Context: an optimization exercise on an open-source flow, tuned for small area, a short achievable clock period and few clock cycles per item. The choices shown serve that exercise and are no tape-out recipe.
Only simulation tests tie the RTL to the original design; equivalence was not proved.

## flow/design.v (module list and top-level ports; edited modules follow where they fit)
// module md_ctrl: 822 lines
module md_ctrl (
   input  logic        Clk,
   input  logic        Reset,
   input  logic        Start,
   input  logic [2:0]  Op,
   input  logic [31:0] A,
   input  logic [31:0] B,
   input  logic        Flush,
   output logic        Busy,
   output logic [31:0] HI,
   output logic [31:0] LO
);
  // ...
==> flow/flow/run.sh <==
#!/bin/bash
# Standard layout, except that the port buffers are buf_2 cells rather than
# the default delay buffers, so the fixed input/output delays are not
# lengthened by the port buffers themselves.
set -euo pipefail
export BUFFER_PORTS_ARGS="-buffer_cell sky130_fd_sc_hd__buf_2"
bash standard.sh finish > standard_flow.log 2>&1
==> flow/standard.sh <==
#!/bin/bash
# synth_recipe.tcl (not shown) runs the flow's synth.tcl, then flattens the netlist and writes it again
# the make line also repeats each setting of config.mk as NAME=value (left out here)
make -C /OpenROAD-flow-scripts/flow DESIGN_CONFIG=/design/flow/config.mk WORK_HOME=/design/flow/orfs CLKGATE_MAP_FILE= SYNTH_SCRIPT=/design/flow/synth_recipe.tcl "${@:-finish}"
==> flow/config.mk <==
export PLATFORM = sky130hd
export DESIGN_NAME = md_ctrl
export DESIGN_NICKNAME = md_ctrl
export VERILOG_FILES = /design/flow/design.v
export SDC_FILE = /design/flow/constraint.sdc
export NUM_CORES = 4
export LEC_CHECK = 0
export CAP_MARGIN = 20
export CORE_MARGIN = 2
export CORE_UTILIZATION = 40
export SLEW_MARGIN = 20
==> flow/constraint.sdc <==
create_clock -name core_clock -period 80.0 [get_ports {Clk}]
set_input_delay 16.0000 -clock core_clock [delete_from_list [all_inputs] [get_ports {Clk}]]
set_output_delay 16.0000 -clock core_clock [all_outputs]
set_load 0.01 [all_outputs]
==> impl_metrics.toml, run 1 <==
[run_status]
status = "no timing/DRC/antenna violations"

[critical_path]
required_ns = 80.38
critPathBufInv = 2
crit_path_max_incr_delay_ns = 0.64

[synth]
synth_cells = 4173
synth_top_area_share = 0.191
synth-compound-area-share = 0.233
synth_ff_type = "edfxtp_1"
synthSimpleGateAreaFrac = 0.116
syn_nets = 4858

[cts]
cts-root-buf = "clkbuf_16"
cts_max_level = 4

[drt]
route.met3.wl_um = 21700
routed.top_layer = "met5"
drc = 0
vias_per_cell = 6.47

[global_route]
grt_overflow = 0
use_met1 = 0.468
met2_usage = 0.526
top_usage_layer = "met2"

[sta]
finClkSkew_ns = 0.0177
max-slew-margin-rel = 0.185
fin_ws_ns = 61.83

[finish]
inverters = 435
multi_input_area_share = 0.741

[placement]
hpwl_um = 125000
io_buffer_count = 135
postPlaceCellArea_um2 = 37000

[die]
die_height_um = 300
Testbench counts, summed over its fixed seeds: cycles 13,576, items 4,800.
==> run 2, diff against run 1 <==
--- a/flow/config.mk
+++ b/flow/config.mk
@@ -6,4 +6,5 @@
 export NUM_CORES = 4
 export LEC_CHECK = 0
+export ABC_AREA = 1
 export CAP_MARGIN = 20
 export CORE_MARGIN = 2
==> impl_metrics.toml, run 2 <==
[cts]
cts-root-buf = "clkbuf_16"
clock_path_buffers = 2
post_cts_buffers = 0
ctsHoldBuffers = 0
clkTransAtPathRegs_ns = 0.09
insertion_delay_ns = 0.52
clock_sinks = 172
ctsResizeCount = 0
cts_tree = "yes"
numCtsBuffers = 17
cts_max_level = 4

[die]
io_pins = 136
initial_core_util = 0.402
std_cell_rows = 107
die_width_um = 296
die_height_um = 296
coreArea_um2 = 85000
dieArea_um2 = 87900

[sta]
grt_setup_unrepaired = "no"
worstMarginPinSlew_ns = 1.29
slew_viol_final = 0
fin_crit_sh = 0.216
hold_slack_ns = 0.471
max-slew-margin-rel = 0.137
setup_viol = 0
final_hold_viol_count = 0
layout_min_cycle_time_ns = 17.28
setup_tns_ns = 0
finClkSkew_ns = 0.0204
fmax_mhz = 57.9

[global_route]
antenna_found_initial = 16
top_usage_layer = "met2"
grt.total_usage = 0.374
grt_overflow = 0
grt_use_met3 = 0.111
use_met1 = 0.463
met2_usage = 0.543
grt_start_max_net_pins = 71
grt_pass1_vias = 33200
grt_pass1_wl_um = 235000

[synth]
yosysWarnings = 4
yosys.area.top_type = "fa_1"
synth-xor-area-share = 0.107
ys_async_sr_fraction = 0
syn-cell-area_um2 = 34200
synth_edf_count = 104
synth_adder_area_share = 0.298
yosysMostFrequentCell = "nand2_1"
synth_top_area_share = 0.195
synthMuxAreaShare = 0.00571
synth-seq-cells = 172
synth_top_family_by_area = "adder cells"
avgSynthCellArea_um2 = 7.48
synth.distinct_cells = 59
synth.area.top_cells = "fa_1 20%, ha_1 10%, xor2_1 9.8%, nand2_1 9.6%, edfxtp_1 9.1%"
synth_cells = 4575
synth-compound-area-share = 0.188
ys_top_cells_by_count = "878 x nand2_1, 638 x inv_1, 381 x xor2_1, 334 x fa_1, 288 x o21ai_0"
synth_ff_type = "edfxtp_1"
synthSimpleGateAreaFrac = 0.165
syn_nets = 5260
seq_area_frac_synth = 0.131

[run_status]
status = "no timing/DRC/antenna violations"

[drt]
ant_nets = 0
routed_wl_um = 165000
wl_per_cell_um = 28.8
num_vias = 34800
dr.first_iter.drc_count = 4727
dr.pass1.iters = 6
vias_per_cell = 6.07
drc = 0

[critical_path]
critical_path_class = "input port to flip-flop"
required_ns = 80.39
critPathCaptureType = "flip-flop"
cp_max_fo = 33
start_kind = "input port"
crit_arrival_ns = 17.67

[finish]
mostFrequentLayoutCell = "nand2_1"
final_nets = 5254
fill_cells = 8855
regArea_um2 = 4490
final_cell_mix = "873 x nand2_1, 636 x inv_1, 381 x xor2_1"
drive_gt1_frac = 0.0818
final_cells = 5731
syn_to_final_growth_pct = 7.59
multi_input_area_um2 = 26200

[placement]
io_buffer_count = 135
dp.cells = 5693
routabilityCongestion = 1.09
hpwl_um = 125000

[flow_run]
drv_cap = 0

[hold_path]
hold_path.class = "flip-flop to flip-flop"
==> run 2: cell count changes after synthesis, sizes merged, moves of 54 or more <==
cell / before / now
nor2b: 63 / 0
xnor2: 212 / 37
xor2: 217 / 381
o22ai: 34 / 269
mux2i: 79 / 6
nor2: 268 / 207
a22oi: 239 / 12
nand2: 292 / 881
nand3: 33 / 161
mux2: 68 / 12
a21oi: 227 / 173
inv: 435 / 652
o21ai: 244 / 361
a21o: 87 / 25
==> run 2: area by class of cell <==
cell class              count  share of cell area
well taps                1144              0.0389
diodes                      5            0.000340
clock inverters            15             0.00605
flip-flops and latches    172               0.122
repair buffers            253              0.0425
clock buffers              17              0.0116
inverters                 660              0.0675
multi-input cells        3465               0.711
==> run 2: through the flow <==
stage	util	cell area (um2)	setup WS (ns)
4_1_cts	0.433	36800	62.75
5_1_grt	0.433	36800	62.43
6_report	0.433	36800	62.72
3_3_place_gp	0.425	36100	62.22
2_1_floorplan	-	34200	62.82
3_5_place_dp	0.425	36100	62.22
==> run 2: kinds of logic after synthesis <==
group	after synthesis
compound gates	1055
xor+xnor	418
fa+ha+maj	614
buf+inv	938
flops	172
mux	18
simple gates	1360
==> run 2: final timing paths <==
path	start	to	slack (ns)	depth (start not counted)
max	Flush	r_lo[7]	62.72	11
max reg2reg	r_b[2]	r_hi[18]	63.47	72
min reg2reg	r_busy_o	r_busy_o	0.47	1
min	r_busy_o	r_busy_o	0.47	1
==> run 2: worst max-delay path: stages <==
cell,delay [ns]
buf_2,0.09
inv_1,0.06
nand2_1,0.08
nor3_1,0.14
a21oi_1,0.10
nor2_2,0.11
buf_4,0.33
nand3_1,0.25
buf_4,0.31
nand2_1,0.09
a21boi_0,0.09
==> run 2: layer usage <==
layer	vias up	share of wire	wire length [um]
li1	15200	-	-
met1	16600	0.38	62100
met2	2346	0.41	67900
met3	654	0.12	19100
met4	20	0.096	15900
met5	-	0.00081	133
==> run 3, diff against run 2 <==
--- a/flow/config.mk
+++ b/flow/config.mk
@@ -9,4 +9,4 @@
 export CAP_MARGIN = 20
 export CORE_MARGIN = 2
-export CORE_UTILIZATION = 40
+export CORE_UTILIZATION = 55
 export SLEW_MARGIN = 20
==> impl_metrics.toml, run 3 <==
[finish]
design_area_um2 = 36400
multi_input_area_um2 = 26200
final_cell_mix = "875 x nand2_1, 635 x inv_1, 381 x xor2_1"
fill_cells = 5981
final_core_util = 0.590
final_nets = 5252
mostFrequentLayoutCell = "nand2_1"
syn_to_final_growth_pct = 6.26
drive_gt1_frac = 0.0814
regArea_um2 = 4490

[drt]
num_vias = 35400
wl_per_cell_um = 30.0
ant_nets = 0
routed_wl_um = 163000
dr.pass1.iters = 7
drc = 0
dr.first_iter.drc_count = 5094
vias_per_cell = 6.52

[cts]
cts-root-buf = "clkbuf_16"
numCtsBuffers = 17
insertion_delay_ns = 0.51
post_cts_buffers = 0
ctsHoldBuffers = 0
cts_tree = "yes"
clkTransAtPathRegs_ns = 0.08
clock_path_buffers = 2
cts_max_level = 4
ctsResizeCount = 0
clock_sinks = 172

[sta]
fmax_mhz = 57.5
worstMarginPinSlew_ns = 1.29
setup_tns_ns = 0
grt_setup_unrepaired = "no"
max-slew-margin-rel = 0.131
slew_viol_final = 0
final_hold_viol_count = 0
layout_min_cycle_time_ns = 17.39
setup_viol = 0
finClkSkew_ns = 0.0255
fin_crit_sh = 0.217

[synth]
synth-seq-cells = 172
avgSynthCellArea_um2 = 7.48
synth_ff_type = "edfxtp_1"
yosys.area.top_type = "fa_1"
yosysWarnings = 4
syn_nets = 5260
synth_top_area_share = 0.195
yosysMostFrequentCell = "nand2_1"
syn-cell-area_um2 = 34200
synth.area.top_cells = "fa_1 20%, ha_1 10%, xor2_1 9.8%, nand2_1 9.6%, edfxtp_1 9.1%"
synth.distinct_cells = 59
synth_cells = 4575
ys_async_sr_fraction = 0
synth_edf_count = 104
ys_top_cells_by_count = "878 x nand2_1, 638 x inv_1, 381 x xor2_1, 334 x fa_1, 288 x o21ai_0"
seq_area_frac_synth = 0.131

[die]
die_width_um = 253
coreArea_um2 = 61600
die_height_um = 253
std_cell_rows = 91
io_pins = 136
initial_core_util = 0.555
dieArea_um2 = 64200

[critical_path]
required_ns = 80.38
critical_path_class = "input port to flip-flop"
crit_arrival_ns = 17.78
critPathCaptureType = "flip-flop"
cp-startpoint = "Flush"
start_kind = "input port"
cp_max_fo = 33
rr_startpoint = "r_a[31]"

[placement]
hpwl_um = 124000
postPlaceCellArea_um2 = 35700
io_buffer_count = 135
routabilityCongestion = 1.10

[hold_path]
min_from = "r_busy_o"
hold_path.class = "flip-flop to flip-flop"

[global_route]
grt_overflow = 0
grt.total_usage = 0.509
grt_start_max_net_pins = 83
grt_pass1_wl_um = 232000
antenna_found_initial = 16
grt_pass1_vias = 33500

[run_status]
status = "no timing/DRC/antenna violations"

[flow_run]
drv_cap = 0
-- run 3: cell counts after synthesis --
Identical to the previous run, type by type.
-- run 3: worst max-delay path, stage by stage --
cell and delay, ns:
buf_2 0.09, inv_1 0.06, nand2_1 0.08, nor3_1 0.14, a21oi_1 0.12, nor2_2 0.12
buf_4 0.36, nand3_1 0.26, buf_4 0.36, nand2_1 0.09, a21boi_0 0.08
-- run 3: path summary, 6_finish.rpt --
| kind | endpoint | slack [ns] | depth (start not counted) |
|---|---|---|---|
| worst max-delay path | r_lo[27] | 62.61 | 11 |
| worst min register to register | r_busy_o | 0.45 | 1 |
| worst max register to register | r_hi[16] | 63.68 | 73 |
| worst min-delay path | r_busy_o | 0.45 | 1 |
-- run 3: stage by stage --
stage	hold slack, ns	setup WS (ns)	instances
floorplan	0.329	62.82	4575
global placement	0.444	62.14	5385
detailed placement	0.447	62.10	5385
CTS	0.456	62.64	5417
global route	0.477	62.48	5417
finish	0.454	62.61	5428
-- run 3: final cells by class --
| class | count | area share |
|---|---|---|
| inverter | 660 | 0.0683 |
| sequential | 172 | 0.123 |
| clock inverter | 15 | 0.00406 |
| clock buffer | 17 | 0.0117 |
| timing repair buffer | 251 | 0.0425 |
| multi-input combinational | 3465 | 0.720 |
| tap | 837 | 0.0288 |
| antenna | 11 | 0.000757 |
-- run 3: logic make-up (layout without fill, tap and decap cells) --
group                      count (synthesis)  count (layout)  synth area share
buffers and inverters                    938             943             0.106
and+or+nand+nor                         1360            1360             0.165
DFF                                      172             172             0.131
muxes                                     18              18           0.00571
xor gates and xnor gates                 418             418             0.107
other                                      0              11                 0
adders and majority gates                614             614             0.298
AOI/OAI and AO/OA                       1055            1055             0.188
-- run 3: metal layers --
metal	share of wire	track usage
met4	0.10	0.417
met5	0.00035	0
met1	0.35	0.602
met2	0.41	0.742
met3	0.14	0.179
==> run 4, diff against run 3 <==
==> flow/run.sh (new file) <==
#!/bin/bash
# synth_recipe.tcl (not shown) runs the flow's synth.tcl, then flattens the netlist and writes it again
# the make line also repeats each setting of config.mk as NAME=value (left out here)
make -C /OpenROAD-flow-scripts/flow DESIGN_CONFIG=/design/flow/config.mk WORK_HOME=/design/flow/orfs CLKGATE_MAP_FILE= SYNTH_SCRIPT=/design/flow/synth_recipe.tcl finish
--- a/flow/config.mk
+++ b/flow/config.mk
@@ -9,4 +9,4 @@
 export CAP_MARGIN = 20
 export CORE_MARGIN = 2
-export CORE_UTILIZATION = 55
+export CORE_UTILIZATION = 40
 export SLEW_MARGIN = 20
removed: flow/flow/run.sh
removed: flow/standard.sh
==> impl_metrics.toml, run 4 <==
[synth]
yosysWarnings = 4
synth_edf_count = 104
avgSynthCellArea_um2 = 7.48
syn_nets = 5260
ys_top_cells_by_count = "878 x nand2_1, 638 x inv_1, 381 x xor2_1, 334 x fa_1, 288 x o21ai_0"
synth.distinct_cells = 59
synth_cells = 4575
synth-seq-cells = 172
yosysMostFrequentCell = "nand2_1"
ys_async_sr_fraction = 0
synth_top_area_share = 0.195
seq_area_frac_synth = 0.131
yosys.area.top_type = "fa_1"
syn-cell-area_um2 = 34200
synth_ff_type = "edfxtp_1"
synth.area.top_cells = "fa_1 20%, ha_1 10%, xor2_1 9.8%, nand2_1 9.6%, edfxtp_1 9.1%"

[die]
io_pins = 136
die_height_um = 296
die_width_um = 296
dieArea_um2 = 87900
initial_core_util = 0.402
std_cell_rows = 107
coreArea_um2 = 85000

[hold_path]
hold_path.class = "flip-flop to flip-flop"

[finish]
drive_gt1_frac = 0.0534
final_cell_mix = "874 x nand2_1, 632 x inv_1, 381 x xor2_1"
mostFrequentLayoutCell = "nand2_1"
final_nets = 5257
design_area_um2 = 37400
syn_to_final_growth_pct = 9.44

[run_status]
status = "no timing/DRC/antenna violations"

[critical_path]
worstReg2RegEnd = "r_hi[22]"
cp_max_fo = 38
cp-startpoint = "Op[2]"
critPathCaptureType = "flip-flop"
required_ns = 80.42
start_kind = "input port"
endpoint = "r_hi[27]"
rr_startpoint = "r_b[4]"
r2r_setup_slack_ns = 63.11
crit_arrival_ns = 18.50
reg2reg_depth = 70
critical_path_class = "input port to flip-flop"

[cts]
clock_path_buffers = 2
numCtsBuffers = 17
ctsResizeCount = 0
clock_sinks = 172
cts_max_level = 4
ctsHoldBuffers = 0
post_cts_buffers = 0
cts_tree = "yes"
clkTransAtPathRegs_ns = 0.08
insertion_delay_ns = 0.50
cts-root-buf = "clkbuf_16"

[flow_run]
drv_cap = 0

[sta]
layout_min_cycle_time_ns = 18.08
worstMarginPinSlew_ns = 1.31
hold_slack_ns = 0.477
finClkSkew_ns = 0.0200
slew_viol_final = 0
fmax_mhz = 55.3
max-slew-margin-rel = 0.115
grt_setup_unrepaired = "no"
setup_viol = 0
setup_tns_ns = 0
final_hold_viol_count = 0
fin_ws_ns = 61.92
fin_crit_sh = 0.226

[global_route]
grt_pass1_vias = 33100
grt_overflow = 0
grt_pass1_wl_um = 240000
grt.total_usage = 0.384
grt_start_max_net_pins = 67
antenna_found_initial = 9

[drt]
dr.first_iter.drc_count = 4535
ant_nets = 0
num_vias = 34500
routed_wl_um = 169000
wl_per_cell_um = 29.4
drc = 0
dr.pass1.iters = 8
vias_per_cell = 6.02

[placement]
io_buffer_count = 135
postPlaceCellArea_um2 = 36800
routabilityCongestion = 1.05
hpwl_um = 129000
pre_cts_slack_ns = 61.45
## run 4: worst min-delay path by stage
stage / start / end / slack, ns / cells past startpoint
after floorplan: r_busy / r_ph / 0.33 / 0
after global placement: r_busy_o / r_busy_o / 0.45 / 1
after detailed placement: r_busy_o / r_busy_o / 0.44 / 1
after CTS: r_busy_o / r_busy_o / 0.47 / 1
after global routing: r_busy_o / r_busy_o / 0.49 / 1
final: r_busy_o / r_busy_o / 0.48 / 1
## run 4: through the flow
stage | utilization | std cells
finish | 0.440 | 5735
global placement | 0.433 | 5697
global route | 0.440 | 5729
detailed placement | 0.433 | 5697
floorplan | - | 4575
CTS | 0.440 | 5729
## run 4: kinds of logic (layout without fill, tap and decap cells)
family                   Yosys count  in the layout  share of synthesized area
buffers and inverters            938            948                      0.106
AND/OR/NAND/NOR                 1360           1360                      0.165
other                              0              6                          0
adder cells (fa/ha/maj)          614            614                      0.298
XOR/XNOR                         418            418                      0.107
flip-flops                       172            172                      0.131
AO/OA/AOI/OAI                   1055           1055                      0.188
multiplexers                      18             18                    0.00571
## run 4: critical path: stages
cell	delay, ns
clkdlybuf4s50_1	0.48
inv_1	0.05
nor4_1	0.23
o21bai_1	0.08
nand3b_1	0.81
buf_4	0.56
nand2_1	0.10
nand2_1	0.05
nor2_1	0.13
## run 4: layer usage
layer | part of all wire | vias to the layer above | routed length (um) | track usage
li1 | - | 15200 | - | -
met1 | 0.39 | 16500 | 65900 | 0.493
met2 | 0.41 | 2331 | 69800 | 0.561
met3 | 0.11 | 511 | 18600 | 0.0983
met4 | 0.085 | 6 | 14400 | 0.272
met5 | 0.00028 | - | 48 | 0
## run 4: layout make-up
class                   instances  area, um2
diodes                          6       15.0
clock buffers                  17        425
clock inverters                15        174
fillers                      8799      47600
inverters                     660       2480
multi-input cells            3465      26200
flip-flops and latches        172       4490
well taps                    1144       1430
repair buffers                256       2250

[port drivers added, routing unchanged]
The flow's constraints put no driver on any port. The routed layouts listed below were extracted and timed again, unchanged, in two steps.
Step 1, drivers: a clkbuf_16 drives Clk and a buf_2 each remaining input, both assumed.
Step 2 times the ports against the registers' clock, not the clock port: input delays grow and output delays shrink by t, the midpoint of the rising clock arrivals with the driver on.
a / b / c = ideal / step 1 / step 2; a / b = the first two.
run	t (ns)	setup WS [ns]	worst setup path at the end	latest minus earliest clock arrival (ns)
run 1	0.534	61.825 / 61.863 / 61.329	input to register	0.018 / 0.018
run 2	0.575	62.722 / 62.764 / 62.189	input to register	0.020 / 0.021
run 3	0.565	62.608 / 62.649 / 62.085	input to register	0.025 / 0.025
run 4	0.546	61.925 / 61.962 / 61.416	input to register	0.020 / 0.020
After both steps setup and hold are still met in every run listed. The setup slack of run 2, which loses most, moves by +0.042 ns with the drivers and by -0.533 ns with both steps.
